This design comes from an exercise in tuning for small area, a short achievable clock period and few clock cycles per item on the open sky130 flow, not from production work. RTL that was checked went through simulation tests only; none was proved equivalent to the original. Function not checked in runs 1 to 5: the RTL went through the layout flow alone. Power is estimated from default activity; no workload was simulated.

--- flow/constraint.sdc ---
create_clock -name core_clock -period 12.0 [get_ports {clock}]
set_input_delay 2.4000 -clock core_clock [delete_from_list [all_inputs] [get_ports {clock}]]
set_output_delay 2.4000 -clock core_clock [all_outputs]
set_load 0.01 [all_outputs]
--- flow/design.v ---
`default_nettype none
package rdc_pkg;
   localparam int FIELD_BITS = 32;
   localparam int NCELL = 14;
   localparam int DIGIT_BITS = 4;
   localparam logic [1:0] TY_ONE  = 2'd0;   
   localparam logic [1:0] TY_BIN  = 2'd1;   
   localparam logic [1:0] TY_QUAT = 2'd2;   
   localparam logic [1:0] TY_TERN = 2'd3;   
endpackage
`default_nettype wire
`default_nettype none
import rdc_pkg::*;
module radix_digit_converter_unit (
   input  wire logic        clock,
   input  wire logic        reset,
   input  wire logic        req_tvalid,
   output logic             req_tready,
   input  wire logic [31:0] req_tdata,    
   output logic             rsp_tvalid,
   input  wire logic        rsp_tready,
   output logic [7:0]       rsp_tdata,    
   output logic             rsp_tlast,    
   input  wire logic        csr_wr_en,
   input  wire logic [4:0]  csr_wr_data   
);
   function automatic logic [3:0] add3(input logic [3:0] d);
      add3[3] = d[3] | (d[2] & d[0]) | (d[2] & d[1]);
      add3[2] = (d[3] & d[0]) | (d[2] & ~d[1] & ~d[0]);
      add3[1] = (d[3] & ~d[0]) | (d[1] & d[0]) | (~d[2] & d[1]);
      add3[0] = (d[3] & ~d[0]) | (d[2] & d[1] & ~d[0]) | (~d[3] & ~d[2] & d[0]);
   endfunction
   function automatic logic [1:0] lead(input logic [3:0] c, input logic [1:0] ty);
      case (ty)
         TY_BIN:  lead = c[3] ? 2'd3 : c[2] ? 2'd2 : c[1] ? 2'd1 : 2'd0;
         TY_QUAT: lead = (c[3:2] != 2'd0) ? 2'd1 : 2'd0;
         TY_TERN: lead = (c >= 4'd3) ? 2'd1 : 2'd0;
         default: lead = 2'd0;
      endcase
   endfunction
   function automatic logic [2:0] top_nib(input logic [31:0] v);
      logic [2:0] t;
      t = 3'd0;
      for (int i = 1; i < 8; i++) begin
         if (v[4*i +: 4] != 4'd0) t = 3'(i);
      end
      top_nib = t;
   endfunction
   function automatic logic [3:0] top_cell(input logic [NCELL-1:0][3:0] c);
      logic [3:0] t;
      t = 4'd0;
      for (int i = 1; i < NCELL; i++) begin
         if (c[i] != 4'd0) t = 4'(i);
      end
      top_cell = t;
   endfunction
   logic [4:0]  radix_ff;
   logic        rdy_ff;
   logic        v_full;
   logic [31:0] v_data;
   logic        v_ld;       
   logic        v_oct;      
   logic        v_bcd;      
   logic        v_gen;      
   logic [3:0]  v_rc;       
   logic [3:0]  v_k;        
   logic [7:2]  v_hl;       
   logic [7:3]  v_hr;       
   logic [2:0]  v_top;      
   logic [1:0]  v_ty;       
   logic [2:0]  v_idx;      
   logic [1:0]  v_bit;      
   logic [3:0]  v_nib;      
   logic        a_busy, a_done;
   logic [1:0]  a_ty;
   logic [NCELL-1:0][3:0] a_cell;
   logic        e_busy, e_first;
   logic        e_lp;       
   logic [1:0]  e_ty;
   logic [3:0]  e_j;
   logic [1:0]  e_s;
   logic [NCELL-1:0][3:0] e_cell;
   logic        o_v, o_l, s_v, s_l;
   logic [3:0]  o_d, s_d;
   assign req_tready = rdy_ff;
   assign rsp_tvalid = o_v;
   assign rsp_tdata  = {4'd0, o_d};
   assign rsp_tlast  = o_l;
   logic [4:0] r_eff;
   logic       d_ld, d_oct, d_bcd, d_gen;
   logic [3:0] d_rc;
   logic [1:0] d_ty;
   always_comb begin
      r_eff = radix_ff;
      if (r_eff < 5'd2)  r_eff = 5'd2;
      if (r_eff > 5'd16) r_eff = 5'd16;
      d_ld = (r_eff == 5'd2) || (r_eff == 5'd4) || (r_eff == 5'd16);
      d_oct = (r_eff == 5'd8);
      d_bcd = (r_eff == 5'd10);
      d_gen = !d_ld && !d_oct && !d_bcd;
      d_rc  = (r_eff == 5'd3) ? 4'd9 : r_eff[3:0];
      case (r_eff)
         5'd2:    d_ty = TY_BIN;
         5'd4:    d_ty = TY_QUAT;
         5'd3:    d_ty = TY_TERN;
         default: d_ty = TY_ONE;
      endcase
   end
   logic       emit, e_last, handoff, start, start_last, step_last, v_free;
   logic [2:0] top;
   logic [3:0] nib1;
   logic       bit_in;
   logic [3:0] e_rd;
   logic [1:0] s_eff, s_max;
   logic [3:0] e_dig;
   logic [3:0] h_top;          
   logic [NCELL-1:0] h_nz;
   logic [1:0] h_s0;           
   logic [3:0] e_j_n;
   logic [1:0] e_s_n;
   always_comb begin
      h_top = top_cell(a_cell);
      for (int i = 0; i < NCELL; i++) h_nz[i] = (a_cell[i] != 4'd0);
      h_s0 = lead(a_cell[0], a_ty);
      e_rd = e_cell[e_j];
      case (e_ty)
         TY_BIN:  s_max = 2'd3;
         TY_QUAT: s_max = 2'd1;
         TY_TERN: s_max = 2'd1;
         default: s_max = 2'd0;
      endcase
      s_eff = e_first ? lead(e_rd, e_ty) : e_s;
      if (s_eff == 2'd0) begin
         e_j_n = e_j - 4'd1;
         e_s_n = s_max;
      end else begin
         e_j_n = e_j;
         e_s_n = s_eff - 2'd1;
      end
      case (e_ty)
         TY_BIN:  e_dig = {3'd0, e_rd[s_eff]};
         TY_QUAT: e_dig = s_eff[0] ? {2'd0, e_rd[3:2]} : {2'd0, e_rd[1:0]};
         TY_TERN: begin
            if (s_eff[0]) e_dig = (e_rd >= 4'd6) ? 4'd2 : (e_rd >= 4'd3) ? 4'd1 : 4'd0;
            else          e_dig = (e_rd >= 4'd6) ? e_rd - 4'd6 : (e_rd >= 4'd3) ? e_rd - 4'd3 : e_rd;
         end
         default: e_dig = e_rd;
      endcase
   end
   always_comb begin
      emit       = e_busy && !s_v;
      e_last     = emit && e_lp;
      handoff    = a_done && (!e_busy || e_last);
      start      = v_full && !a_busy && (!a_done || handoff);
      top        = v_top;
      start_last = v_ld || v_oct || (v_bcd && (top == 3'd0));
      step_last  = (v_idx == 3'd0) && (!v_gen || (v_bit == 2'd0));
      v_free     = (a_busy && step_last) || (start && start_last);
      nib1       = v_data[{top, 2'b00} +: 4];
      bit_in     = v_nib[v_bit];
   end
   logic [NCELL-1:0][3:0] first_cells, bcd_cells, gen_cells;
   always_comb begin
      first_cells = '0;
      if (v_ld) begin
         for (int i = 0; i < 8; i++) first_cells[i] = v_data[4*i +: 4];
      end else if (v_oct) begin
         for (int i = 0; i < 10; i++) first_cells[i] = {1'b0, v_data[3*i +: 3]};
         first_cells[10] = {2'd0, v_data[31:30]};
      end else if (v_bcd) begin
         if (nib1 >= 4'd10) begin
            first_cells[0] = nib1 - 4'd10;
            first_cells[1] = 4'd1;
         end else begin
            first_cells[0] = nib1;
         end
      end else begin
         first_cells[0] = {2'd0, nib1[3:2]};
      end
   end
   localparam int NBCD = 10;
   logic [NBCD-1:0][3:0] bx, bc;
   always_comb begin
      bx = a_cell[NBCD-1:0];
      for (int s = 3; s >= 0; s--) begin
         for (int i = 0; i < NBCD; i++) bc[i] = add3(bx[i]);
         for (int i = 0; i < NBCD; i++) begin
            bx[i] = {bc[i][2:0], (i == 0) ? v_nib[s] : bc[i-1][3]};
         end
      end
      bcd_cells = '0;
      bcd_cells[NBCD-1:0] = bx;
   end
   logic [NCELL-1:0][3:0] g_t0, g_t1;
   logic [NCELL-1:0]      gg, pp, gn, pn;    
   logic [NCELL:0]        g_cy;
   always_comb begin
      for (int i = 0; i < NCELL; i++) begin
         g_t0[i] = {a_cell[i][2:0], 1'b0} + v_k;
         g_t1[i] = g_t0[i] + 4'd1;
         gg[i]   = a_cell[i][3];
         pp[i]   = a_cell[i][3];
         for (int h = 3; h < 8; h++) gg[i] = gg[i] | (v_hr[h] & (a_cell[i][2:0] >= 3'(h)));
         for (int h = 2; h < 8; h++) pp[i] = pp[i] | (v_hl[h] & (a_cell[i][2:0] >= 3'(h)));
      end
      for (int l = 0; l < 4; l++) begin
         gn = gg;
         pn = pp;
         for (int i = 0; i < NCELL; i++) begin
            if ((i >> l) & 1) begin
               gn[i] = gg[i] | (pp[i] & gg[((i >> l) << l) - 1]);
               pn[i] = pp[i] & pp[((i >> l) << l) - 1];
            end
         end
         gg = gn;
         pp = pn;
      end
      g_cy[0] = bit_in;
      for (int i = 0; i < NCELL; i++) g_cy[i+1] = gg[i] | (pp[i] & bit_in);
      for (int i = 0; i < NCELL; i++) begin
         if (g_cy[i]) gen_cells[i] = g_cy[i+1] ? g_t1[i][3:0] : {a_cell[i][2:0], 1'b1};
         else         gen_cells[i] = g_cy[i+1] ? g_t0[i][3:0] : {a_cell[i][2:0], 1'b0};
      end
   end
   logic       v_full_n, a_busy_n, step_last_n;
   logic [2:0] v_idx_n;
   logic [1:0] v_bit_n;
   always_comb begin
      v_idx_n = v_idx;
      v_bit_n = v_bit;
      if (start) begin
         v_idx_n = v_gen ? top : top - 3'd1;
         v_bit_n = v_gen ? 2'd1 : 2'd3;
      end else if (a_busy) begin
         if (!v_gen || v_bit == 2'd0) begin
            v_idx_n = v_idx - 3'd1;
            v_bit_n = 2'd3;
         end else begin
            v_bit_n = v_bit - 2'd1;
         end
      end
      v_full_n    = rdy_ff ? req_tvalid : (v_full && !v_free);
      a_busy_n    = (start && !start_last) || (a_busy && !step_last);
      step_last_n = (v_idx_n == 3'd0) && (!v_gen || (v_bit_n == 2'd0));
   end
   always_ff @(posedge clock) begin
      if (reset) begin
         radix_ff <= 5'd2;
         rdy_ff   <= 1'b1;
         v_full   <= 1'b0;
         a_busy   <= 1'b0;
         a_done   <= 1'b0;
         e_busy   <= 1'b0;
         o_v      <= 1'b0;
         s_v      <= 1'b0;
      end else begin
         if (csr_wr_en) radix_ff <= csr_wr_data;
         v_full <= v_full_n;
         rdy_ff <= !v_full_n || (a_busy_n && step_last_n);
         a_busy <= a_busy_n;
         if ((start && start_last) || (a_busy && step_last)) a_done <= 1'b1;
         else if (handoff) a_done <= 1'b0;
         if (handoff) e_busy <= 1'b1;
         else if (e_last) e_busy <= 1'b0;
         if (s_v) begin
            if (!o_v || rsp_tready) begin
               o_v <= 1'b1;
               s_v <= 1'b0;
            end
         end else if (emit) begin
            if (!o_v || rsp_tready) o_v <= 1'b1;
            else s_v <= 1'b1;
         end else if (rsp_tready) begin
            o_v <= 1'b0;
         end
      end
      if (rdy_ff) begin
         v_data <= req_tdata;
         v_ld   <= d_ld;
         v_oct  <= d_oct;
         v_bcd  <= d_bcd;
         v_gen  <= d_gen;
         v_rc   <= d_rc;
         v_k    <= 4'd0 - d_rc;
         for (int h = 2; h < 8; h++) v_hl[h] <= (d_rc[3:1] == 3'(h));
         for (int h = 3; h < 8; h++) v_hr[h] <= ({1'b0, d_rc[3:1]} + {3'd0, d_rc[0]} == 4'(h));
         v_top  <= top_nib(req_tdata);
         v_ty   <= d_ty;
      end
      v_idx <= v_idx_n;
      v_bit <= v_bit_n;
      v_nib <= v_data[{v_idx_n, 2'b00} +: 4];
      if (start) begin
         a_cell <= first_cells;
         a_ty   <= v_ty;
      end else if (a_busy) begin
         a_cell <= v_gen ? gen_cells : bcd_cells;
      end
      if (handoff) begin
         e_cell <= a_cell;
         e_j    <= h_top;
         e_first <= 1'b1;
         e_lp   <= !(|h_nz[NCELL-1:1]) && (h_s0 == 2'd0);
         e_ty   <= a_ty;
      end else if (emit) begin
         e_first <= 1'b0;
         e_j    <= e_j_n;
         e_s    <= e_s_n;
         e_lp   <= (e_j_n == 4'd0) && (e_s_n == 2'd0);
      end
      if (s_v) begin
         if (!o_v || rsp_tready) begin
            o_d <= s_d;
            o_l <= s_l;
         end
      end else if (emit) begin
         if (!o_v || rsp_tready) begin
            o_d <= e_dig;
            o_l <= e_last;
         end else begin
            s_d <= e_dig;
            s_l <= e_last;
         end
      end
   end
endmodule
`default_nettype wire
--- flow/flow/run.sh ---
#!/bin/bash
# Standard layout, with timing repair aiming well below the clock period:
# repair_timing treats any path with less than SETUP_SLACK_MARGIN ns of slack as failing.
set -euo pipefail
bash standard.sh synth > synth.log 2>&1
bash standard.sh SETUP_SLACK_MARGIN=8.5 finish > layout.log 2>&1
--- flow/standard.sh ---
#!/bin/bash
# synth_recipe.tcl (not shown) runs the flow's synth.tcl, then flattens the netlist and writes it again
# the make line also repeats each setting of config.mk as NAME=value (left out here)
make -C /OpenROAD-flow-scripts/flow DESIGN_CONFIG=/design/flow/config.mk WORK_HOME=/design/flow/orfs CLKGATE_MAP_FILE= SYNTH_SCRIPT=/design/flow/synth_recipe.tcl "${@:-finish}"
--- flow/config.mk ---
export PLATFORM = sky130hd
export DESIGN_NAME = radix_digit_converter_unit
export DESIGN_NICKNAME = radix_digit_converter_unit
export VERILOG_FILES = /design/flow/design.v
export SDC_FILE = /design/flow/constraint.sdc
export NUM_CORES = 4
export LEC_CHECK = 0
export ABC_AREA = 1
export CAP_MARGIN = 20
export CORE_MARGIN = 2
export CORE_UTILIZATION = 40
export SLEW_MARGIN = 20
==> impl_results.md, run 1 <==
- CP Buf/Inv Count: 1
- Max Cap Viol: 0
- Residual DRC: 0
- Hold EP: a_ty[1]
- Synth-to-Final Area Change: 11.3%
- Setup TNS: 0 ns
- Layout Nets: ~2500
- Fillers: approximately 4200
- DP Wirelength: around 41 mm
- Initial antenna violation count: 0
- IO buf count: between 40 and 50
- Mean Syn Cell Area: roughly 7 sq um
- Fmax: ~290 MHz
- Row cnt: 75
- Startpoint Class: register
- Clock skew: ~0.017 ns
- Gate Count Post-Synth: about 2400
- Relative slew slack: ~23%
- Setup violators final: 0
- Chip Width: around 210 um
- Detailed Routing Iterations Pass 1: 7
- Commonest non-fill, non-tap cell in the layout: nand2_1
- Starting density of the core: 40.3%
- Total GRT Usage: roughly 25%
- FF+latch count, synth: around 210
- CP max stage cell: edfxtp_1
- First-pass GRT wire length: between 80 and 90 mm
- P_leak: around 8.3 nW
- Finished layout cell area: approximately 19000 sq um
- Routed wire length: around 56 mm
- Register clock-pin slew on the reported worst setup and hold paths: about 0.06 ns
- Placed Instance Area: roughly 18000 sq um
- Root buffer cell: clkbuf_16
- Power Density: 217 nW/um^2
- Synth async-reset ratio: 0%
- 1st-iter DRT viols: ~1500
- CP top delay family: simple AND/OR/NAND/NOR gates
- Cells on worst reg2reg path: 14
- Max Slew Vio Count: 0
- Fin crit period: between 3 and 4 ns
- Vias in the first global route: 15600
- Final RePlAce weighted congestion: approximately 0.9
- Drt wl/cell: between 15 and 20 um
- CP Cell Sequence: clkinvlp_4 -> o21ai_0 -> nor3_2 -> nand2_1 -> nand2_2 -> nand2_2 -> nand2_2 -> nand3_4 -> nand2_1 -> nand2_2 -> nand2_1 -> and2_0 -> o21ai_1 -> o21ai_1
- Hold Vio Cnt, Final: 0
- Die Y: ~210 um
- WS Path Type: reg2reg
- Dominant cell type by area after synthesis: edfxtp_1
- CP max stage delay: around 0.85 ns
- Via density per instance: approximately 5.5
- Clock sink count: between 200 and 250
- Yosys Warn Count: 1
- Worst hold stages: 0
- Fraction of layout cells with a size suffix above 1: between 7 and 8%
- Most frequent cells in the layout: 650 x nand2_1, 307 x inv_1, 219 x nor2_1, 187 x o21ai_0, 177 x edfxtp_1
- Primary FF master, synth: edfxtp_1
- Clock latency (worst-skew pair): 0.56 ns
- Worst slew pin tran: around 1.2 ns
- Synth area leaders: edfxtp_1 32%, nand2_1 15%, inv_1 6.9%, o21ai_0 5.6%, nand3_1 5.0%
- Vias: ~17000
- TritonCTS buffer count: 26
- Die area: 43700 sq um
- Clock Path Buffers: 3
- Critical Path Fanout Max: 15
- CTS tree: done
- Grt total ovfl: 0
- Syn Std Cell Area: around 17000 sq um
- CP most frequent cell: nand2_2
- Worst Path Arrival: 3.80 ns
- Worst r2r src: v_hr[5]
- Post-route clock period utilization: between 20% and 30%
- Post-route ant nets: 0
- Outcome: no timing/DRC/antenna violations
- IO Pins: 53
- Synth unique cells: 59
- Worst Hold Class: reg2reg
- VDD IR max: between 0.1 and 0.15 mV
- Core Footprint: about 42000 sq um
- Post-synth EDFFs: around 180
- Min-delay src: v_ty[1]
- CP endpoint kind: register
- RSZ-0062 raised after global routing: yes
- R2r endpoint: a_cell[36]
- WP data required: between 10 and 15 ns
- Post-layout util: about 45%
- Sequential fraction of the synthesis area: 35.7%
- H-tree levels: 1
- Largest net degree at the start of global routing: slightly above 60
- Min Hold Slack: about 0.43 ns
- Reg2Reg Setup Slack: between 8 and 9 ns
- Synth top area share: approximately a third
- N_diodes: 0
==> through the flow <==
step	cells	power, W	setup WS (ns)
6_report	2996	0.00406	8.50
5_1_grt	2996	0.00438	8.44
4_1_cts	2986	0.00402	8.42
3_5_place_dp	2938	0.00314	7.88
3_3_place_gp	2938	0.00309	7.83
2_1_floorplan	2412	0.00264	8.62
==> Yosys cell counts, drive strengths merged (16+ instances only) <==
library cell,number
nand4,22
clkbuf,22
xnor2,20
nor3,35
a21oi,130
buf,53
o211ai,37
nor2,241
or2,16
edfxtp,177
o21ai,226
nand3,178
o22ai,26
a31oi,17
dfxtp,34
a22oi,24
ha,41
nand2,672
inv,342
xor2,27
==> cell type report <==
| type | count | area, sq um | share of cell area [%] |
|---|---|---|---|
| flip-flops and latches | 211 | 6000 | 32.0 |
| inverters | 346 | 1310 | 6.97 |
| clock buffers | 36 | 749 | 4.00 |
| multi-input cells | 1781 | 9140 | 48.8 |
| well taps | 539 | 674 | 3.60 |
| clock inverters | 12 | 201 | 1.08 |
| repair buffers | 71 | 651 | 3.48 |
==> what timing repair did <==
| item | 4_1_cts | 5_1_grt |
|---|---|---|
| cloned | 0 | 2 |
| endpoints found under the setup margin | 8 | 29 |
| setup buffers | 0 | 8 |
| hold buffers | 0 | 0 |
| gates resized for setup | 26 | 14 |
==> sequential cells by signal (all words and copies together), names as in the netlist, 3 cells and up <==
name / cells
v_hl: 6
v_hr: 5
v_k: 4
a_cell: 56
v_data: 32
v_nib: 4
v_idx: 3
s_d: 4
o_d: 4
e_cell: 56
v_top: 3
radix_ff: 5
e_j: 4
==> cell families (layout without fill, tap and decap cells) <==
group	after synthesis	after routing	synth area share, %
and+or+nand+nor	1187	1188	30.3
AOI/OAI and AO/OA	487	487	16.5
DFF	211	211	35.7
buffers and inverters	421	465	10.3
other	1	4	0.0223
xor gates and xnor gates	47	47	2.45
adders and majority gates	55	55	4.72
==> per-layer routing <==
metal	part of all wire, %	vias up	track usage (%)
met4	3.3	0	7.93
met1	43	7772	34.1
met3	7.4	120	2.78
li1	-	8069	-
met5	0	-	0
met2	46	658	42.0
==> worst max-delay path by stage <==
stage / start / to / slack (ns) / cells after the start
global placement: req_tdata[8] / v_top[0] / 7.83 / 8
detailed placement: req_tdata[9] / v_top[0] / 7.88 / 8
finish: v_hr[5] / a_cell[36] / 8.50 / 14
floorplan: rdy_ff / req_tready / 8.62 / 0
CTS: o_v / rsp_tvalid / 8.42 / 1
global route: e_j[0] / e_lp / 8.44 / 22
==> report_power, final <==
| part | internal [W] | switching (W) |
|---|---|---|
| clock | 0.000544 | 0.000329 |
| sequential | 0.000948 | 0.000182 |
| combinational | 0.000690 | 0.00136 |
| total | 0.00218 | 0.00187 |
==> run 2, diff against run 1 <==
--- a/flow/config.mk
+++ b/flow/config.mk
@@ -8,5 +8,5 @@
 export ABC_AREA = 1
 export CAP_MARGIN = 20
 export CORE_MARGIN = 2
-export CORE_UTILIZATION = 40
+export CORE_UTILIZATION = 60
 export SLEW_MARGIN = 20
==> run 2 against run 1 <==
  * Wire length is 4.4% lower
  * Combinational power about the same
  * Clock-buffer cell count down 5
  * Critical endpoint unchanged
  * Total power decreased by 3.5%
  * Hold slack got worse by 0.0090 ns
  * Synthesized cell count stayed put
  * Clock skew is essentially flat
  * Worst setup slack gained 0.062 ns
  * Still clean on timing, DRC and antenna
  * Core utilization up 21 points
  * Clock power is 16% lower
  * Global-route usage grew 11 points
==> impl_results.md, run 2 <==
- Outcome: no timing/DRC/antenna violations
- Dominant cell type by area after synthesis: edfxtp_1
- Startpoint Class: register
- FF+latch count, synth: 211 (unchanged)
- Final RePlAce weighted congestion: 0.975 (+5.8%)
- Vias in the first global route: 15200 (-2.8%)
- Gate Count Post-Synth: 2409 (unchanged)
- Relative slew slack: 30.5% (+7.9 points)
- Row cnt: 61 (-19%)
- Die area: 29400 sq um (-33%)
- Xor/xnor share of the synthesized area: 2.45% (unchanged)
- Pre-CTS setup slack: 7.99 ns (+0.111 ns)
- Post-synth EDFFs: 177 (unchanged)
- Synth cell count leaders: 651 x nand2_1, 308 x inv_1, 222 x nor2_1
- Largest family of logic cells by synthesized area: simple AND/OR/NAND/NOR gates
- Core Footprint: 27700 sq um (-34%)
- IO buf count: 48 (unchanged)
- CP max stage delay: 0.81 ns (-0.04 ns)
- Most numerous cell in the Yosys netlist: nand2_1
- Worst slew pin tran: 1.04 ns (-0.118 ns)
- Primary FF master, synth: edfxtp_1
- Initial antenna violation count: 0 (unchanged)
- Total GRT Usage: 35.8% (+11 points)
- First-pass GRT wire length: 81.8 mm (-5.6%)
- Fraction of layout cells with a size suffix above 1: 7.30% (-0.47 points)
- Worst Path Arrival: 3.70 ns (-0.10 ns)
- Setup violators final: 0 (unchanged)
- Clock skew: 0.0170 ns (+0.000293 ns)
- TritonCTS buffer count: 25 (-3.8%)
- Most frequent cells in the layout: 650 x nand2_1, 308 x inv_1, 219 x nor2_1, 188 x o21ai_0, 177 x edfxtp_1
- Setup TNS: 0 ns (unchanged)
- Synth top area share: 31.6% (unchanged)
- WS Path Type: reg2reg
- Max Slew Vio Count: 0 (unchanged)
- Synth Area in Compound Gates: 16.5% (unchanged)
- Fin crit period: 3.44 ns (-0.0623 ns)
- Worst setup margin: 8.56 ns (+0.0623 ns)
- Synth async-reset ratio: 0% (unchanged)
- IO Pins: 53 (unchanged)
- Hold buffers post-CTS: 0 (unchanged)
- Drt wl/cell: 18.8 um (+1.3%)
- Syn Std Cell Area: 16800 sq um (unchanged)
- Critical Path Fanout Max: 15 (unchanged)
- Max Cap Viol: 0 (unchanged)
- Synth area leaders: edfxtp_1 32%, nand2_1 15%, inv_1 6.9%, o21ai_0 5.6%, nand3_1 5.0%
- Clock Path Buffers: 3 (unchanged)
- Placed Instance Area: 17400 sq um (-1.2%)
- Largest net degree at the start of global routing: 62 (unchanged)
- Adder-cell area share of the yosys netlist: 4.72% (unchanged)
- RSZ-0062 raised after global routing: yes
- Min Hold Slack: 0.418 ns (-0.00904 ns)
- Synth Area in Simple Gates: 30.3% (unchanged)
- Post-route ant nets: 0 (unchanged)
- Post-route clock period utilization: 28.7% (-0.52 points)
- Clock latency (worst-skew pair): 0.53 ns (-0.03 ns)
- Yosys Warn Count: 1 (unchanged)
- Mux contribution to synthesized area: 0% (unchanged)
- Min-delay src: v_ty[1]
- Layout Nets: 2530 (-0.16%)
- Worst Hold Class: reg2reg
- Die Y: 171 um (-18%)
- N_diodes: 0 (unchanged)
- WP data required: 12.26 ns (-0.04 ns)
- Starting density of the core: 60.7% (+20 points)
- DP Wirelength: 39.0 mm (-5.7%)
- 1st-iter DRT viols: 2037 (+32%)
- Synth-to-Final Area Change: 8.75%
- Sequential fraction of the synthesis area: 35.7% (unchanged)
- CP endpoint kind: register
- Finished layout cell area: 18300 sq um (-2.3%)
- Root buffer cell: clkbuf_16
- Mean Syn Cell Area: 6.98 sq um (unchanged)
- Grt total ovfl: 0 (unchanged)
- Worst r2r src: v_hr[5]
- Chip Width: 171 um (-18%)
- Biggest regs: a_cell x56, e_cell x56, v_data x32
- Fmax: 290 MHz (+1.8%)
- Detailed Routing Iterations Pass 1: 8 (+1)
- Routed wire length: 53.2 mm (-4.4%)
- Residual DRC: 0 (unchanged)
- CP most frequent cell: nand2_2
- Synth unique cells: 59 (unchanged)
- Vias: 16700 (+0.63%)
- CTS tree: done
- VDD IR max: 0.132 mV (+22%)
- Post-layout util: 66.0% (+21 points)
- Via density per instance: 5.91 (+6.6%)
- Power Density: 214 nW/um^2 (-1.2%)
- Critical Path Start: v_hr[5]
- CP max stage cell: edfxtp_1
- Hold Vio Cnt, Final: 0 (unchanged)
- Register clock-pin slew on the reported worst setup and hold paths: 0.07 ns (about the same)
- H-tree levels: 1 (unchanged)
- CP Cell Sequence: inv_1 -> o21ai_0 -> nor3_2 -> nand2_1 -> nand2_2 -> nand2_2 -> nand2_2 -> nand3_4 -> nand2_1 -> nand2_2 -> nand2_1 -> and2_0 -> o21ai_1 -> o21ai_1
- Commonest non-fill, non-tap cell in the layout: nand2_1
- Fillers: 2416 (-43%)
- Clock sink count: 211 (unchanged)
- P_leak: 8.25 nW (-1.2%)
==> run 2: cell counts after synthesis <==
Identical to the previous run, type by type.
==> run 2: final cells by class <==
type	instances	area, sq um	area share, %
clock buffer	31	648	3.54
clock inverter	14	125	0.684
inverter	346	1300	7.10
multi-input combinational	1781	9120	49.9
sequential	211	6000	32.8
tap	378	473	2.59
timing repair buffer	68	619	3.39
==> run 2: worst max-delay path: cells and delay by family (launching register included) <==
kind / cells / cell delay (ns)
DFF: 1 / 0.81
and+or+nand+nor: 10 / 1.29
AOI/OAI and AO/OA: 3 / 0.67
buffers and inverters: 1 / 0.39
==> run 2: cells by family (layout without fill, tap and decap cells) <==
| logic type | after synthesis | count (layout) |
|---|---|---|
| AOI/OAI and AO/OA | 487 | 487 |
| xor gates and xnor gates | 47 | 47 |
| adders and majority gates | 55 | 55 |
| buffers and inverters | 421 | 459 |
| DFF | 211 | 211 |
| other | 1 | 4 |
| and+or+nand+nor | 1187 | 1188 |
==> run 2: path summary, 6_finish.rpt <==
kind | to | slack, ns | depth (start not counted)
setup / recovery | a_cell[36] | 8.56 | 14
hold reg to reg | a_ty[1] | 0.42 | 0
hold / removal | a_ty[1] | 0.42 | 0
setup reg to reg | a_cell[36] | 8.56 | 14
==> run 2: through the flow <==
step / total power [W] / cells
after floorplan: 0.00264 / 2412
after global placement: 0.00305 / 2775
after detailed placement: 0.00311 / 2775
after CTS: 0.00385 / 2822
after global routing: 0.00421 / 2829
final: 0.00392 / 2829
==> run 2: power by group <==
| group | total (W) | switching (W) | internal (W) |
|---|---|---|---|
| Combinational | 0.00204 | 0.00135 | 0.000688 |
| Sequential | 0.00114 | 0.000191 | 0.000948 |
| Clock | 0.000737 | 0.000310 | 0.000427 |
==> run 2: repair_timing <==
item / CTS / global route
setup buffers: 2 / 5
pin swaps: 0 / 0
setup endpoints to repair: 22 / 33
gates cloned: 0 / 1
gates resized for setup: 24 / 6
==> run 2: per-layer routing <==
metal | vias to the layer above | global-route usage, % | wire length (um)
met5 | - | 0 | 0
met4 | 0 | 14.1 | 2370
met3 | 164 | 5.75 | 5560
met2 | 891 | 57.7 | 23800
met1 | 7608 | 48.5 | 21400
li1 | 8061 | - | -
==> run 3, diff against run 2 <==
==> flow/flow/run.sh (replaced) <==
#!/bin/bash
# Standard layout, with timing repair aiming well below the clock period:
# repair_timing treats any path with less than SETUP_SLACK_MARGIN ns of slack as failing.
set -euo pipefail
bash standard.sh synth > synth.log 2>&1
bash standard.sh SETUP_SLACK_MARGIN=8.3 finish > layout.log 2>&1
--- a/flow/config.mk
+++ b/flow/config.mk
@@ -8,5 +8,5 @@
 export ABC_AREA = 1
 export CAP_MARGIN = 20
 export CORE_MARGIN = 2
-export CORE_UTILIZATION = 60
+export CORE_UTILIZATION = 40
 export SLEW_MARGIN = 20
==> run 3 against run 2 <==
  * Synthesized cell count is the same
  * Sequential share of layout area fell by 0.58 points
  * Synthesized area unchanged
  * Worst setup slack got worse by 0.16 ns
  * Combinational power about the same
  * Clock-buffer cell count grew 5
  * Die area rose by 49%
  * Core utilization decreased by 21 points
  * Critical path type is now reg2out
  * Still clean on timing, DRC and antenna
  * Clock skew hardly changed
  * Via count is 1.2% lower
==> impl_results.md, run 3 <==
- Final RePlAce weighted congestion: 0.922 (-5.5%)
- Max Slew Vio Count: 0 (unchanged)
- Detailed Routing Iterations Pass 1: 6 (-2)
- Clock sink count: 211 (unchanged)
- Synth async-reset ratio: 0% (unchanged)
- Via density per instance: 5.53 (-6.4%)
- Finished layout cell area: 18600 sq um (+1.8%)
- Vias: 16500 (-1.2%)
- Placed insts: 2938 (+5.9%)
- Placed Instance Area: 17700 sq um (+1.2%)
- Fin crit period: 3.61 ns (+0.164 ns)
- Post-synth EDFFs: 177 (unchanged)
- Drt wl/cell: 18.5 um (-1.4%)
- Syn Std Cell Area: 16800 sq um (unchanged)
- P_leak: 8.29 nW (+0.52%)
- Register clock-pin slew on the reported worst setup and hold paths: 0.06 ns (about the same)
- Largest net degree at the start of global routing: 62 (unchanged)
- Root buffer cell: clkbuf_16
- Fillers: 4225 (+75%)
- CP endpoint kind: output pin
- CP Cell Sequence: dlygate4sd2_1
- Initial antenna violation count: 0 (unchanged)
- Worst Path Arrival: 1.21 ns (-2.49 ns)
- Clock Path Buffers: 3 (unchanged)
- Gate Count Post-Synth: 2409 (unchanged)
- Min Hold Slack: 0.426 ns (+0.00742 ns)
- IO buf count: 48 (unchanged)
- Startpoint Class: register
- N_diodes: 0 (unchanged)
- Fraction of layout cells with a size suffix above 1: 6.99% (-0.32 points)
- Setup TNS: 0 ns (unchanged)
- Fmax: 277 MHz (-4.5%)
- Yosys Warn Count: 1 (unchanged)
- Residual DRC: 0 (unchanged)
- Setup bufs post-CTS: 0 (-2)
- Hold Vio Cnt, Final: 0 (unchanged)
- Synth area leaders: edfxtp_1 32%, nand2_1 15%, inv_1 6.9%, o21ai_0 5.6%, nand3_1 5.0%
- Dominant cell type by area after synthesis: edfxtp_1
- CP Buf/Inv Count: 1 (unchanged)
- Primary FF master, synth: edfxtp_1
- Total GRT Usage: 25.1% (-11 points)
- Synth cell count leaders: 651 x nand2_1, 308 x inv_1, 222 x nor2_1
- Synth unique cells: 59 (unchanged)
- Post-route ant nets: 0 (unchanged)
- Min-delay src: v_ty[1]
- Critical Path Fanout Max: 1 (-14)
- Mean Syn Cell Area: 6.98 sq um (unchanged)
- CTS tree: done
- DP Wirelength: 41.4 mm (+6.1%)
- Cells on worst reg2reg path: 14 (unchanged)
- Relative slew slack: 26.2% (-4.3 points)
- RSZ-0062 raised after global routing: yes
- Worst hold stages: 0 (unchanged)
- Synth-to-Final Area Change: 10.7%
- Max Cap Viol: 0 (unchanged)
- 1st-iter DRT viols: 1483 (-27%)
- Commonest non-fill, non-tap cell in the layout: nand2_1
- Critical Path Start: o_d[2]
- VDD IR max: 0.107 mV (-19%)
- Outcome: no timing/DRC/antenna violations
- Synth top area share: 31.6% (unchanged)
- H-tree levels: 1 (unchanged)
- Starting density of the core: 40.3% (-20 points)
- CP top delay family: flip-flops
- First-pass GRT wire length: 86.6 mm (+5.9%)
- Core Footprint: 41800 sq um (+51%)
- Layout Nets: 2525 (-0.20%)
- Clock latency (worst-skew pair): 0.56 ns (+0.03 ns)
- WP data required: 9.60 ns (-2.66 ns)
- Biggest regs: a_cell x56, e_cell x56, v_data x32
- Worst slew pin tran: 1.11 ns (+0.0640 ns)
- Routed wire length: 55.3 mm (+4.1%)
- WS Path Type: reg2out
- Chip Width: 209 um (+22%)
- Grt total ovfl: 0 (unchanged)
- Worst r2r src: v_hl[7]
- CP max stage delay: 0.37 ns (-0.44 ns)
- Sequential fraction of the synthesis area: 35.7% (unchanged)
- Most numerous cell in the Yosys netlist: nand2_1
- FF+latch count, synth: 211 (unchanged)
- IO Pins: 53 (unchanged)
- Worst Hold Class: reg2reg
- Setup violators final: 0 (unchanged)
- Clock skew: 0.0172 ns (+0.000225 ns)
- Power Density: 217 nW/um^2 (+1.5%)
- Finished Layout Cells: 2987 (+5.6%)
- TritonCTS buffer count: 26 (+4.0%)
- Vias in the first global route: 15600 (+2.9%)
- Post-route clock period utilization: 30.1% (+1.4 points)
- Most frequent cells in the layout: 650 x nand2_1, 308 x inv_1, 221 x nor2_1, 188 x o21ai_0, 177 x edfxtp_1
- Die area: 43700 sq um (+49%)
- CP max stage cell: edfxtp_1
- Die Y: 209 um (+22%)
- CP Depth: 1 (-13)
- Row cnt: 75 (+23%)
## run 3: cell count changes in the layout (fill, tap and decap cells not counted), moves of 3 or more
cell / change
clkbuf_8: +4
clkinv_2: -4
clkinv_1: -4
buf_2: -6
clkinvlp_4: +4
bufinv_16: +3
buf_4: -4
dlygate4sd2_1: +7
## run 3: repair_timing
| item | in CTS | in global routing |
|---|---|---|
| resized for setup | 7 | 1 |
| hold buffers | 0 | 0 |
| endpoints found under the setup margin | 7 | 13 |
| cloned | 0 | 1 |
## run 3: final timing paths
check | slack, ns | endpoint
worst min register to register | 0.43 | a_ty[1]
worst max register to register | 8.52 | a_cell[36]
worst max-delay path | 8.39 | rsp_tdata[2]
worst min-delay path | 0.43 | a_ty[1]
## run 3: layer usage
layer | wire (um) | part of all wire, % | global-route usage, % | vias to the layer above
li1 | - | - | - | 8043
met1 | 23900 | 43 | 34.1 | 7719
met2 | 25600 | 46 | 42.0 | 642
met3 | 4000 | 7.2 | 2.78 | 119
met4 | 1810 | 3.3 | 7.93 | 0
met5 | 0 | 0 | 0 | -
## run 3: power by group
group          switching [W]  internal, W
logic                0.00136     0.000684
registers           0.000184     0.000948
clock network       0.000329     0.000544
## run 3: final cells by class
cell class	instances	area [sq um]	area share (%)
Multi-Input combinational cell	1781	9110	49.0
Sequential cell	211	6000	32.2
Inverter	346	1300	6.98
Clock buffer	36	749	4.03
Tap cell	539	674	3.62
Timing Repair Buffer	62	581	3.12
Clock inverter	12	201	1.08
## run 3: cells by family (layout without fill, tap and decap cells)
logic type / count (synthesis) / count (layout) / share of synthesized area [%]
buf+inv: 421 / 456 / 10.3
compound gates: 487 / 487 / 16.5
xor+xnor: 47 / 47 / 2.45
other cells: 1 / 4 / 0.0223
flops: 211 / 211 / 35.7
fa+ha+maj: 55 / 55 / 4.72
simple gates: 1187 / 1188 / 30.3
## run 3: per-stage QoR
stage,utilization [%],total power (W),setup WS [ns]
after floorplan,-,0.00264,8.62
after global placement,42.3,0.00309,7.83
after detailed placement,42.3,0.00314,7.88
after CTS,44.5,0.00402,8.36
after global routing,44.6,0.00437,8.18
final,44.6,0.00405,8.39
==> run 4, diff against run 3 <==
==> flow/flow/run.sh (replaced) <==
#!/bin/bash
# Standard layout, with timing repair aiming well below the clock period
# (repair_timing treats any path with less than SETUP_SLACK_MARGIN ns of slack
# as failing) and a clock tree built without dummy loads.
set -euo pipefail
bash standard.sh synth > synth.log 2>&1
bash standard.sh SETUP_SLACK_MARGIN=8.5 \
   "CTS_ARGS=-sink_clustering_enable -repair_clock_nets -dont_use_dummy_load" \
   finish > layout.log 2>&1
--- a/flow/config.mk
+++ b/flow/config.mk
@@ -9,4 +9,5 @@
 export CAP_MARGIN = 20
 export CORE_MARGIN = 2
 export CORE_UTILIZATION = 40
+export CTS_BUF_LIST = sky130_fd_sc_hd__clkbuf_8
 export SLEW_MARGIN = 20
==> run 4 against run 3 <==
  * Still clean
  * Global-route usage decreased by 0.070 points
  * Maximum frequency increased by 4.5%
  * Core utilization decreased by 0.42 points
  * Final cell count decreased by 0.27%
  * Clock-buffer cell count decreased by 10
  * Combinational power about the same
  * Sequential share of layout area increased by 0.31 points
  * Synthesized cell count unchanged
  * Register-to-register slack improved by 0.13 ns
  * Critical endpoint unchanged
  * Highest routed layer unchanged
==> impl_results.md, run 4 <==
- Clock sink count: 211 (unchanged)
- Post-synth EDFFs: 177 (unchanged)
- Adder-cell area share of the yosys netlist: 4.72% (unchanged)
- Max Slew Vio Count: 0 (unchanged)
- CP endpoint kind: output pin
- Drt wl/cell: 18.6 um (+0.36%)
- Row cnt: 75 (unchanged)
- Worst slew pin tran: 1.10 ns (-0.00961 ns)
- Via density per instance: 5.57 (+0.61%)
- Largest family of logic cells by synthesized area: simple AND/OR/NAND/NOR gates
- Primary FF master, synth: edfxtp_1
- WS Path Type: reg2out
- Critical Path Fanout Max: 1 (unchanged)
- Biggest regs: a_cell x56, e_cell x56, v_data x32
- Synth unique cells: 59 (unchanged)
- Hold Vio Cnt, Final: 0 (unchanged)
- Worst setup margin: 8.55 ns (+0.155 ns)
- Detailed Routing Iterations Pass 1: 5 (-1)
- Synth Area in Compound Gates: 16.5% (unchanged)
- Most numerous cell in the Yosys netlist: nand2_1
- CP Cell Sequence: buf_2
- Routed wire length: 55.4 mm (about the same)
- Clock latency (worst-skew pair): 0.56 ns (about the same)
- IO buf count: 48 (unchanged)
- R2r endpoint: e_lp
- Chip Width: 209 um (unchanged)
- Clock skew: 0.0305 ns (+0.0133 ns)
- Finished Layout Cells: 2979 (-0.27%)
- Die Y: 209 um (unchanged)
- Most frequent cells in the layout: 650 x nand2_1, 307 x inv_1, 219 x nor2_1, 187 x o21ai_0, 177 x edfxtp_1
- Synth cell count leaders: 651 x nand2_1, 308 x inv_1, 222 x nor2_1
- Fin crit period: 3.45 ns (-0.155 ns)
- Dominant cell type by area after synthesis: edfxtp_1
- Worst Hold Class: reg2reg
- Synth async-reset ratio: 0% (unchanged)
- Grt total ovfl: 0 (unchanged)
- Sw Pwr: 0.00184 W (-1.8%)
- Placed insts: 2938 (unchanged)
- Clock Path Buffers: 3 (unchanged)
- Min Hold Slack: 0.427 ns (+0.00108 ns)
- Pre-CTS setup slack: 7.88 ns (unchanged)
- Mean Syn Cell Area: 6.98 sq um (unchanged)
- Power Density: 209 nW/um^2 (-3.9%)
- IO Pins: 53 (unchanged)
- Min-delay src: v_ty[1]
- Power, Total: 0.00385 W (-4.8%)
- Largest net degree at the start of global routing: 62 (unchanged)
- Synth top area share: 31.6% (unchanged)
- RSZ-0062 raised after global routing: yes
- CTS tree: done
- Post-route clock period utilization: 28.8% (-1.3 points)
- Starting density of the core: 40.3% (unchanged)
- 1st-iter DRT viols: 1534 (+3.4%)
- Total GRT Usage: 25.0% (-0.070 points)
- WP data required: 9.60 ns (about the same)
- Combinational Power Share: 53.5% (+3.1 points)
- Fraction of layout cells with a size suffix above 1: 7.30% (+0.31 points)
- H-tree levels: 1 (unchanged)
- Reg2Reg Setup Slack: 8.65 ns (+0.13 ns)
- Cells on worst reg2reg path: 20 (+6)
- Post-route ant nets: 0 (unchanged)
- Register clock-pin slew on the reported worst setup and hold paths: 0.05 ns (about the same)
- Synth-to-Final Area Change: 9.67%
- Synth Area in Simple Gates: 30.3% (unchanged)
- Vias: 16600 (+0.34%)
- Hold EP: a_ty[1]
- Worst Path Arrival: 1.05 ns (-0.16 ns)
- Xor/xnor share of the synthesized area: 2.45% (unchanged)
- CP max stage cell: edfxtp_1
- Pint: 0.00202 W (-7.3%)
- Yosys Warn Count: 1 (unchanged)
- Max Cap Viol: 0 (unchanged)
- Startpoint Class: register
- Core Footprint: 41800 sq um (unchanged)
- Relative slew slack: 26.9% (+0.64 points)
- Sequential fraction of the synthesis area: 35.7% (unchanged)
- Outcome: no timing/DRC/antenna violations
- First-pass GRT wire length: 86.4 mm (-0.26%)
- Mux contribution to synthesized area: 0% (unchanged)
- CP max stage delay: 0.37 ns (about the same)
- Setup violators final: 0 (unchanged)
- P_leak: 8.24 nW (-0.61%)
- Commonest non-fill, non-tap cell in the layout: nand2_1
- TritonCTS buffer count: 26 (unchanged)
- Root buffer cell: clkbuf_16
- FF+latch count, synth: 211 (unchanged)
- Hold buffers post-CTS: 0 (unchanged)
- Vias in the first global route: 15500 (-0.64%)
- VDD IR max: 0.107 mV (-0.57%)
- Worst hold stages: 0 (unchanged)
- Residual DRC: 0 (unchanged)
- Sw Ratio: 47.7% (+1.4 points)
- Initial antenna violation count: 0 (unchanged)
- Power share of the clock group: 17.3% (-4.3 points)
- Setup TNS: 0 ns (unchanged)
- CP Buf/Inv Count: 1 (unchanged)
- Seq pwr share: 29.2% (+1.2 points)
- Synth area leaders: edfxtp_1 32%, nand2_1 15%, inv_1 6.9%, o21ai_0 5.6%, nand3_1 5.0%
- Worst r2r src: e_j[0]
- Gate Count Post-Synth: 2409 (unchanged)
- DP Wirelength: 41.4 mm (unchanged)
- Syn Std Cell Area: 16800 sq um (unchanged)
- Fmax: 290 MHz (+4.5%)
- Die area: 43700 sq um (unchanged)
- Layout Nets: 2538 (+0.51%)
- Final RePlAce weighted congestion: 0.922 (unchanged)
- CP top delay family: flip-flops
[run 4: changes by cell type in the layout (fill, tap and decap cells not counted), moves of 2 or more]
| cell | delta |
|---|---|
| clkinvlp_4 | -4 |
| buf_2 | +6 |
| buf_4 | +12 |
| clkbuf_1 | -5 |
| clkbuf_8 | -4 |
| nor2_1 | -2 |
| bufinv_16 | -5 |
| dlygate4sd2_1 | -7 |
| nor2_2 | +2 |
[run 4: final cells by class]
type | count | area [sq um]
diodes | 1 | 2.50
clock buffers | 26 | 651
fillers | 4244 | 23300
inverters | 346 | 1310
multi-input cells | 1781 | 9130
flip-flops and latches | 211 | 6000
well taps | 539 | 674
repair buffers | 75 | 681
[run 4: logic make-up (layout without fill, tap and decap cells)]
family	Yosys count	after routing
buf+inv	421	447
xor+xnor	47	47
other cells	1	5
simple gates	1187	1188
compound gates	487	487
fa+ha+maj	55	55
flops	211	211
[run 4: metal layers]
metal	track usage, %	up-vias	wire (um)
met5	0	-	0
met4	7.81	0	1780
met1	33.9	7790	24300
met3	2.96	116	3760
met2	41.9	618	25600
li1	-	8056	-
[run 4: worst max-delay path by stage]
stage	startpoint	end	slack, ns	depth (start not counted)
global route	e_j[0]	e_lp	8.42	20
finish	o_d[2]	rsp_tdata[2]	8.55	1
global placement	req_tdata[8]	v_top[0]	7.83	8
detailed placement	req_tdata[9]	v_top[0]	7.88	8
floorplan	rdy_ff	req_tready	8.62	0
CTS	o_v	rsp_tvalid	8.43	1
[run 4: timing repair]
item,4_1_cts,5_1_grt
endpoints found under the setup margin,8,37
gates resized for setup,26,13
endpoints found under the hold margin,0,0
cloned,0,2
setup buffers,0,12
[run 4: power groups by stage]
stage | logic [W] | clock network [W] | registers, W
after global routing | 0.00234 | 0.000695 | 0.00114
after CTS | 0.00201 | 0.000677 | 0.00113
final | 0.00206 | 0.000667 | 0.00113
after floorplan | 0.00160 | 0 | 0.00104
after detailed placement | 0.00200 | 0 | 0.00114
after global placement | 0.00195 | 0 | 0.00114
[run 4: through the flow]
step | cell area (sq um) | utilization [%]
2_1_floorplan | 16800 | -
3_3_place_gp | 17700 | 42.3
3_5_place_dp | 17700 | 42.3
4_1_cts | 18300 | 43.8
5_1_grt | 18400 | 44.1
6_report | 18400 | 44.2
==> run 5, diff against run 4 <==
--- a/flow/design.v
+++ b/flow/design.v
@@ -80,6 +80,8 @@
    logic [3:0]  e_j;
    logic [1:0]  e_s;
    logic [NCELL-1:0][3:0] e_cell;
+   logic        t_v;
+   logic [3:0]  t_d;
    logic        o_v, o_l, s_v, s_l;
    logic [3:0]  o_d, s_d;
    assign req_tready = rdy_ff;
@@ -107,6 +109,9 @@
       endcase
    end
    logic       emit, e_last, handoff, start, start_last, step_last, v_free;
+   logic       push, e_tail;
+   logic [3:0] p_dig;
+   logic       p_last;
    logic [2:0] top;
    logic [3:0] nib1;
    logic       bit_in;
@@ -148,9 +153,13 @@
       endcase
    end
    always_comb begin
-      emit       = e_busy && !s_v;
+      push       = !s_v && (t_v || e_busy);
+      emit       = e_busy && !s_v && !t_v;
       e_last     = emit && e_lp;
-      handoff    = a_done && (!e_busy || e_last);
+      e_tail     = emit && a_done && (e_ty == TY_ONE) && (e_j == 4'd1);
+      handoff    = a_done && (!e_busy || e_last || e_tail);
+      p_dig      = t_v ? t_d : e_dig;
+      p_last     = t_v || e_last;
       start      = v_full && !a_busy && (!a_done || handoff);
       top        = v_top;
       start_last = v_ld || v_oct || (v_bcd && (top == 3'd0));
@@ -251,6 +260,7 @@
          a_busy   <= 1'b0;
          a_done   <= 1'b0;
          e_busy   <= 1'b0;
+         t_v      <= 1'b0;
          o_v      <= 1'b0;
          s_v      <= 1'b0;
       end else begin
@@ -262,12 +272,14 @@
          else if (handoff) a_done <= 1'b0;
          if (handoff) e_busy <= 1'b1;
          else if (e_last) e_busy <= 1'b0;
+         if (e_tail) t_v <= 1'b1;
+         else if (!s_v) t_v <= 1'b0;
          if (s_v) begin
             if (!o_v || rsp_tready) begin
                o_v <= 1'b1;
                s_v <= 1'b0;
             end
-         end else if (emit) begin
+         end else if (push) begin
             if (!o_v || rsp_tready) o_v <= 1'b1;
             else s_v <= 1'b1;
          end else if (rsp_tready) begin
@@ -313,15 +325,16 @@
             o_d <= s_d;
             o_l <= s_l;
          end
-      end else if (emit) begin
+      end else if (push) begin
          if (!o_v || rsp_tready) begin
-            o_d <= e_dig;
-            o_l <= e_last;
+            o_d <= p_dig;
+            o_l <= p_last;
          end else begin
-            s_d <= e_dig;
-            s_l <= e_last;
+            s_d <= p_dig;
+            s_l <= p_last;
          end
       end
+      if (e_tail) t_d <= e_cell[0];
    end
 endmodule
 `default_nettype wire
==> flow/flow/run.sh (replaced) <==
#!/bin/bash
# Standard layout, with timing repair aiming well below the clock period:
# repair_timing treats any path with less than SETUP_SLACK_MARGIN ns of slack as failing.
set -euo pipefail
bash standard.sh synth > synth.log 2>&1
bash standard.sh SETUP_SLACK_MARGIN=8.5 finish > layout.log 2>&1
--- a/flow/config.mk
+++ b/flow/config.mk
@@ -8,6 +8,5 @@
 export ABC_AREA = 1
 export CAP_MARGIN = 20
 export CORE_MARGIN = 2
-export CORE_UTILIZATION = 40
-export CTS_BUF_LIST = sky130_fd_sc_hd__clkbuf_8
+export CORE_UTILIZATION = 60
 export SLEW_MARGIN = 20
==> run 5 against run 4 <==
  * Still clean
  * Synthesized cell count shrank 2.6%
  * Total power grew 0.72%
  * Combinational power shrank 5%
  * Final cell count shrank 5.9%
  * Via count grew 1.8%
  * Die area shrank 33%
  * Worst setup slack lost 0.083 ns
  * Maximum frequency shrank 2.3%
  * Wire length shrank 3.2%
  * Highest routed layer unchanged
==> impl_results.md, run 5 <==
- Hold Vio Cnt, Final: 0 (unchanged)
- Grt total ovfl: 0 (unchanged)
- Gate Count Post-Synth: 2347 (-2.6%)
- Hold buffers post-CTS: 0 (unchanged)
- Worst Hold Class: reg2reg
- WP data required: 9.60 ns (about the same)
- Setup TNS: 0 ns (unchanged)
- Fin crit period: 3.53 ns (+0.0829 ns)
- H-tree levels: 1 (unchanged)
- Biggest regs: a_cell x56, e_cell x56, v_data x32
- Layout Nets: 2505 (-1.3%)
- Power Density: 208 nW/um^2 (-0.63%)
- Post-route clock period utilization: 29.5% (+0.69 points)
- Post-route ant nets: 0 (unchanged)
- Sequential fraction of the synthesis area: 36.8% (+1.1 points)
- Clock latency (worst-skew pair): 0.55 ns (about the same)
- Dominant cell type by area after synthesis: edfxtp_1
- N_diodes: 0 (-1)
- Commonest non-fill, non-tap cell in the layout: nand2_1
- Detailed Routing Iterations Pass 1: 7 (+2)
- Row cnt: 61 (-19%)
- DP Wirelength: 38.9 mm (-6.1%)
- Largest net degree at the start of global routing: 53 (-15%)
- TritonCTS buffer count: 25 (-3.8%)
- Synth async-reset ratio: 0% (unchanged)
- Worst slew pin tran: 1.11 ns (+0.0167 ns)
- Synth top area share: 32.6% (+0.96 points)
- VDD IR max: 0.133 mV (+25%)
- Initial antenna violation count: 0 (unchanged)
- Chip Width: 171 um (-18%)
- Vias in the first global route: 15200 (-2.2%)
- Relative slew slack: 25.8% (-1.1 points)
- Clock skew: 0.0157 ns (-0.0148 ns)
- Primary FF master, synth: edfxtp_1
- IO Pins: 53 (unchanged)
- First-pass GRT wire length: 82.0 mm (-5.1%)
- Power share of the clock group: 20.5% (+3.2 points)
- Core Footprint: 27600 sq um (-34%)
- Fillers: 2415 (-43%)
- Pint: 0.00210 W (+3.9%)
- Residual DRC: 0 (unchanged)
- Register area: 6140 sq um (+2.4%)
- Total GRT Usage: 36.4% (+11 points)
- CTS tree: done
- Mean Syn Cell Area: 7.11 sq um (+1.9%)
- Worst setup margin: 8.47 ns (-0.0829 ns)
- Starting density of the core: 60.6% (+20 points)
- Clock Path Buffers: 3 (unchanged)
- Reg2Reg Setup Slack: 8.55 ns (-0.10 ns)
- Most numerous cell in the Yosys netlist: nand2_1
- Sw Pwr: 0.00179 W (-2.8%)
- Pre-CTS setup slack: 7.87 ns (-0.00997 ns)
- Final RePlAce weighted congestion: 0.949 (+2.9%)
- Sw Ratio: 46.0% (-1.7 points)
- Register clock-pin slew on the reported worst setup and hold paths: 0.06 ns (about the same)
- Setup violators final: 0 (unchanged)
- RSZ-0062 raised after global routing: yes
- WS Path Type: reg2out
- Startpoint Class: register
- Fraction of layout cells with a size suffix above 1: 7.71% (+0.41 points)
- Synth cell count leaders: 616 x nand2_1, 310 x inv_1, 218 x nor2_1
- Synth area leaders: edfxtp_1 33%, nand2_1 14%, inv_1 7.0%, o21ai_0 6.2%, nor2_1 4.9%
- 1st-iter DRT viols: 2037 (+33%)
- Fmax: 283 MHz (-2.3%)
- Synth unique cells: 68 (+15%)
- Combinational Power Share: 50.5% (-3.0 points)
- Power, Total: 0.00388 W (+0.72%)
- Via density per instance: 6.02 (+8.2%)
- Synth-to-Final Area Change: 12.0%
- Multi-input logic area: 8990 sq um (-1.6%)
- Max Slew Vio Count: 0 (unchanged)
- Clock sink count: 216 (+2.4%)
- Max Cap Viol: 0 (unchanged)
- FF+latch count, synth: 216 (+2.4%)
- Seq pwr share: 29.0% (-0.2 points)
- Critical Path Fanout Max: 2 (+1)
- IO buf count: 48 (unchanged)
- Root buffer cell: clkbuf_16
- Post-synth EDFFs: 181 (+2.3%)
- Routed wire length: 53.6 mm (-3.2%)
- Syn Std Cell Area: 16700 sq um (-0.77%)
- P_leak: 8.32 nW (+1.0%)
- Drt wl/cell: 19.1 um (+2.9%)
- Worst Path Arrival: 1.13 ns (+0.08 ns)
- Die Y: 171 um (-18%)
- Die area: 29200 sq um (-33%)
- CP endpoint kind: output pin
- Outcome: no timing/DRC/antenna violations
- Most frequent cells in the layout: 613 x nand2_1, 303 x inv_1, 215 x nor2_1, 205 x o21ai_0, 181 x edfxtp_1
- Yosys Warn Count: 1 (unchanged)
- Vias: 16900 (+1.8%)
==> run 5: cell type report <==
cell class | instances | area share (%)
inverter | 331 | 6.79
sequential | 216 | 32.9
tap | 378 | 2.53
clock inverter | 16 | 0.837
timing repair buffer | 106 | 5.13
multi-input combinational | 1727 | 48.1
clock buffer | 30 | 3.78
==> run 5: path summary, 6_finish.rpt <==
kind	start	endpoint	cells past startpoint
max	rdy_ff	req_tready	2
max reg2reg	a_cell[24]	a_cell[42]	13
min	v_ty[1]	a_ty[1]	0
min reg2reg	v_ty[1]	a_ty[1]	0
==> run 5: cell families after synthesis <==
logic type                 share of synthesized area [%]
AOI/OAI and AO/OA                                   18.7
DFF                                                 36.8
other                                             0.0225
adders and majority gates                           4.83
and+or+nand+nor                                     27.4
xor gates and xnor gates                            2.52
buffers and inverters                               9.85
==> run 5: per-stage QoR <==
stage | instances | hold WS, ns | area [sq um] | utilization, %
2_1_floorplan | 2350 | 0.400 | 16700 | -
5_1_grt | 2804 | 0.433 | 18700 | 67.8
3_3_place_gp | 2711 | 0.409 | 17300 | 63.0
6_report | 2804 | 0.422 | 18700 | 67.8
4_1_cts | 2767 | 0.423 | 18300 | 66.6
3_5_place_dp | 2711 | 0.408 | 17300 | 63.0
==> run 5: what timing repair did <==
action                                  in CTS  in global routing
gates resized for setup                     40                 17
setup buffers                                8                 37
endpoints found under the setup margin      92                 60
gates cloned                                 2                  0
endpoints found under the hold margin        0                  0
pin swaps                                    0                  3
==> run 5: critical path, cell delays in order (launching register included) <==
cell and delay [ns]:
dfxtp_4 0.35, buf_12 0.13, buf_6 0.11
==> run 5: power by group through the flow <==
stage | sequential (W) | combinational [W] | clock, W
after CTS | 0.00113 | 0.00187 | 0.000797
after floorplan | 0.00105 | 0.00146 | 0
after detailed placement | 0.00115 | 0.00184 | 0
after global placement | 0.00114 | 0.00178 | 0
after global routing | 0.00113 | 0.00220 | 0.000826
final | 0.00113 | 0.00196 | 0.000797
==> run 5: metal layers <==
layer	vias to the layer above	GRT usage, %	wire [um]
met3	211	5.64	5470
li1	8022	-	-
met2	969	58.7	24100
met5	-	0	0
met1	7682	47.7	20900
met4	0	18.5	3200
==> run 6, diff against run 5 <==
--- a/flow/design.v
+++ b/flow/design.v
@@ -114,6 +114,7 @@
    logic       p_last;
    logic [2:0] top;
    logic [3:0] nib1;
+   logic       g_full, g_three;    
    logic       bit_in;
    logic [3:0] e_rd;
    logic [1:0] s_eff, s_max;
@@ -162,10 +163,12 @@
       p_last     = t_v || e_last;
       start      = v_full && !a_busy && (!a_done || handoff);
       top        = v_top;
-      start_last = v_ld || v_oct || (v_bcd && (top == 3'd0));
+      start_last = v_ld || v_oct || ((v_bcd || (v_gen && g_full)) && (top == 3'd0));
       step_last  = (v_idx == 3'd0) && (!v_gen || (v_bit == 2'd0));
       v_free     = (a_busy && step_last) || (start && start_last);
       nib1       = v_data[{top, 2'b00} +: 4];
+      g_full     = (v_rc[3] && !nib1[3]) || (nib1[3:2] == 2'd0);
+      g_three    = v_rc[3] && nib1[3];
       bit_in     = v_nib[v_bit];
    end
    logic [NCELL-1:0][3:0] first_cells, bcd_cells, gen_cells;
@@ -183,6 +186,10 @@
          end else begin
             first_cells[0] = nib1;
          end
+      end else if (g_full) begin
+         first_cells[0] = nib1;
+      end else if (g_three) begin
+         first_cells[0] = {1'd0, nib1[3:1]};
       end else begin
          first_cells[0] = {2'd0, nib1[3:2]};
       end
@@ -238,8 +245,13 @@
       v_idx_n = v_idx;
       v_bit_n = v_bit;
       if (start) begin
-         v_idx_n = v_gen ? top : top - 3'd1;
-         v_bit_n = v_gen ? 2'd1 : 2'd3;
+         if (v_gen && !g_full) begin
+            v_idx_n = top;
+            v_bit_n = g_three ? 2'd0 : 2'd1;
+         end else begin
+            v_idx_n = top - 3'd1;
+            v_bit_n = 2'd3;
+         end
       end else if (a_busy) begin
          if (!v_gen || v_bit == 2'd0) begin
             v_idx_n = v_idx - 3'd1;
==> flow/flow/run.sh (replaced) <==
#!/bin/bash
# Standard layout, with timing repair aiming well below the clock period
# (repair_timing treats any path with less than SETUP_SLACK_MARGIN ns of slack
# as failing) and a clock tree built without dummy loads.
set -euo pipefail
bash standard.sh synth > synth.log 2>&1
bash standard.sh SETUP_SLACK_MARGIN=8.5 \
   "CTS_ARGS=-sink_clustering_enable -repair_clock_nets -dont_use_dummy_load" \
   finish > layout.log 2>&1
--- a/flow/config.mk
+++ b/flow/config.mk
@@ -8,5 +8,5 @@
 export ABC_AREA = 1
 export CAP_MARGIN = 20
 export CORE_MARGIN = 2
-export CORE_UTILIZATION = 60
+export CORE_UTILIZATION = 70
 export SLEW_MARGIN = 20
==> run 6 against run 5 <==
  * Worst setup slack better by 0.065 ns
  * Critical path depth down 1
  * Core utilization up 8.5 points
  * Non-clock buffer count down 25
  * Clock skew up 0.040 ns
  * Critical path type unchanged
  * Critical endpoint unchanged
  * Highest routed layer unchanged
==> impl_results.md, run 6 <==
- Core Footprint: 24100 sq um (-13%)
- Max Cap Viol: 0 (unchanged)
- IO Pins: 53 (unchanged)
- Primary FF master, synth: edfxtp_1
- Yosys Warn Count: 1 (unchanged)
- H-tree levels: 1 (unchanged)
- DP Wirelength: 38.3 mm (-1.4%)
- P_leak: 8.18 nW (-1.7%)
- Layout Nets: 2524 (+0.76%)
- Hold EP: a_ty[1]
- Power Density: 220 nW/um^2 (+5.9%)
- WP data required: 9.60 ns (about the same)
- Critical Path Fanout Max: 2 (unchanged)
- Grt total ovfl: 0 (unchanged)
- Min-delay src: v_ty[1]
- IO buf count: 48 (unchanged)
- Hold Vio Cnt, Final: 0 (unchanged)
- Initial antenna violation count: 1 (+1)
- Dominant cell type by area after synthesis: edfxtp_1
- Vias: 17300 (+2.5%)
- VDD IR max: 0.137 mV (+2.4%)
- Fmax: 288 MHz (+1.9%)
- Sequential fraction of the synthesis area: 36.2% (-0.62 points)
- Synth cell count leaders: 623 x nand2_1, 296 x inv_1, 226 x nor2_1
- Synth unique cells: 72 (+5.9%)
- Worst Hold Class: reg2reg
- WL met2: 24.0 mm (-0.19%)
- Residual DRC: 0 (unchanged)
- Drt wl/cell: 19.2 um (+0.18%)
- Chip Width: 160 um (-6.2%)
- 1st-iter DRT viols: 1997 (-2.0%)
- Via density per instance: 6.30 (+4.6%)
- WL met3: 6.19 mm (+13%)
- Outcome: no timing/DRC/antenna violations
- Routed wire length: 52.7 mm (-1.8%)
- RSZ-0062 raised after global routing: yes
- Worst r2r src: e_j[1]
- CTS tree: done
- TritonCTS buffer count: 24 (-4.0%)
- CP top delay family: flip-flops
- CP Buf/Inv Count: 1 (-1)
- FF+latch count, synth: 217 (+0.46%)
- Die area: 25600 sq um (-12%)
- Worst setup margin: 8.53 ns (+0.0649 ns)
- Worst slew pin tran: 1.12 ns (+0.00965 ns)
- CP max stage cell: dfxtp_4
- Setup TNS: 0 ns (unchanged)
- Clock Path Buffers: 3 (unchanged)
- Starting density of the core: 70.7% (+10 points)
- Clock sink count: 217 (+0.46%)
- Setup violators final: 0 (unchanged)
- Synth top area share: 32.0% (-0.53 points)
- First-pass GRT wire length: 82.3 mm (+0.36%)
- Top layer in use: met4
- R2r endpoint: v_nib[1]
- Biggest regs: a_cell x56, e_cell x56, v_data x32
- WS Path Type: reg2out
- Syn Std Cell Area: 17100 sq um (+2.2%)
- Synth-to-Final Area Change: 7.90%
- CP max stage delay: 0.39 ns (+0.04 ns)
- Total GRT Usage: 40.5% (+4.0 points)
- Worst Path Arrival: 1.07 ns (-0.06 ns)
- Pre-CTS setup slack: 7.66 ns (-0.214 ns)
- CP Cell Sequence: buf_2
- M1 WL: 19.2 mm (-8.2%)
- Vias in the first global route: 16100 (+6.2%)
- Die Y: 160 um (-6.2%)
- Relative slew slack: 25.1% (-0.64 points)
- Detailed Routing Iterations Pass 1: 6 (-1)
- Post-synth EDFFs: 182 (+0.55%)
- Clock skew: 0.0562 ns (+0.0405 ns)
- Most numerous cell in the Yosys netlist: nand2_1
- Mean Syn Cell Area: 7.12 sq um (+0.13%)
- Largest net degree at the start of global routing: 64 (+21%)
- Max Slew Vio Count: 0 (unchanged)
- Gate Count Post-Synth: 2396 (+2.1%)
- Worst hold stages: 0 (unchanged)
- Clock latency (worst-skew pair): 0.54 ns (about the same)
- Synth area leaders: edfxtp_1 32%, nand2_1 14%, inv_1 6.5%, nor2_1 5.0%, o21ai_0 4.9%
- Cells on worst reg2reg path: 17 (+4)
- Fraction of layout cells with a size suffix above 1: 6.97% (-0.74 points)
- Startpoint Class: register
- CP endpoint kind: output pin
- Synth async-reset ratio: 0% (unchanged)
- Commonest non-fill, non-tap cell in the layout: nand2_1
- Fin crit period: 3.47 ns (-0.0649 ns)
- Reg2Reg Setup Slack: 8.63 ns (+0.08 ns)
- Register clock-pin slew on the reported worst setup and hold paths: 0.06 ns (about the same)
- Most frequent cells in the layout: 621 x nand2_1, 296 x inv_1, 225 x nor2_1, 182 x edfxtp_1, 167 x o21ai_0
- Root buffer cell: clkbuf_16
- Row cnt: 57 (-6.6%)
- Final RePlAce weighted congestion: 0.993 (+4.7%)
- Post-route ant nets: 0 (unchanged)
- Post-route clock period utilization: 28.9% (-0.54 points)
## run 6: layout make-up
cell class	count	area, sq um
inverter	332	1260
clock buffer	24	601
fill	1840	5700
multi-input combinational	1770	9260
antenna	1	2.50
tap	324	405
timing repair buffer	81	697
sequential	217	6170
## run 6: cells by family after synthesis
group / count (synthesis) / share of synthesized area [%]
AO/OA/AOI/OAI: 531 / 18.5
XOR/XNOR: 47 / 2.41
adder cells (fa/ha/maj): 56 / 4.72
other: 1 / 0.0220
buffers and inverters: 413 / 10.0
flip-flops: 217 / 36.2
AND/OR/NAND/NOR: 1131 / 28.2
## run 6: through the flow
step                utilization, %  total power (W)  hold slack [ns]  std cells  area (sq um)
floorplan                        -          0.00280            0.400       2399         17100
global placement              72.9          0.00321            0.408       2699         17600
detailed placement            72.9          0.00332            0.416       2699         17600
CTS                           75.6          0.00394            0.435       2729         18200
global route                  76.3          0.00434            0.449       2748         18400
finish                        76.3          0.00404            0.440       2749         18400
## run 6: timing repair
action,CTS,global route
buffers inserted,5,19
pin swaps,1,1
gates cloned,1,0
hold buffers,0,0
endpoints found under the hold margin,0,0
resized for setup,31,10
endpoints found under the setup margin,110,44
## run 6: power breakdown
group          total, W  leakage [nW]  switching [W]  internal, W
clock          0.000621         0.296       0.000272     0.000349
sequential      0.00117          2.03       0.000188     0.000981
combinational   0.00225          5.85        0.00150     0.000751
## run 6: worst max-delay path by stage
stage | startpoint | to | slack [ns] | depth (start not counted)
floorplan | rdy_ff | req_tready | 8.60 | 0
global placement | e_j[0] | v_nib[0] | 7.80 | 15
detailed placement | e_j[0] | v_nib[0] | 7.66 | 15
CTS | e_j[3] | v_nib[3] | 8.49 | 15
global route | v_hl[5] | a_cell[31] | 8.48 | 15
finish | rdy_ff | req_tready | 8.53 | 1
## run 6: routing by layer
layer | global-route usage, % | up-vias
li1 | - | 8109
met1 | 50.2 | 7757
met2 | 66.6 | 1174
met3 | 7.82 | 268
met4 | 22.8 | 0
met5 | 0 | -
Testbench counts of run 6, summed over its fixed seeds: cycles 25,734, digits 21,042.

==> port drivers added, routing unchanged <==
How much do the figures lean on ideal ports? The routed layouts below were timed once more, with nothing changed but the port constraints.
Step 1, drivers: a clkbuf_16 drives clock and a buf_2 each remaining input, both assumed.
Step 2 moves the port delays by t, midway between the first and last clock arrival at a register: inputs arrive t later, outputs are due t later. That takes back most of the time a late clock gives input paths.
Three values: ideal, step 1, step 2; two values: the first two.
| run | t (ns) | setup WS [ns] | worst setup path at the end | pins driven straight from the clock port |
|---|---|---|---|---|
| run 1 | 0.605 | 8.495 / 8.483 / 8.011 | input to register | 1 |
| run 2 | 0.577 | 8.557 / 8.530 / 8.153 | input to register | 1 |
| run 3 | 0.607 | 8.394 / 8.338 / 7.913 | input to register | 1 |
| run 4 | 0.595 | 8.549 / 8.496 / 8.004 | input to register | 1 |
| run 5 | 0.591 | 8.466 / 8.414 / 8.099 | input to register | 1 |
| run 6 | 0.562 | 8.531 / 8.481 / 8.079 | input to register | 1 |
After both steps setup and hold are still met in every run listed. The setup slack of run 4, which loses most, moves by -0.053 ns with the drivers and by -0.545 ns with both steps.
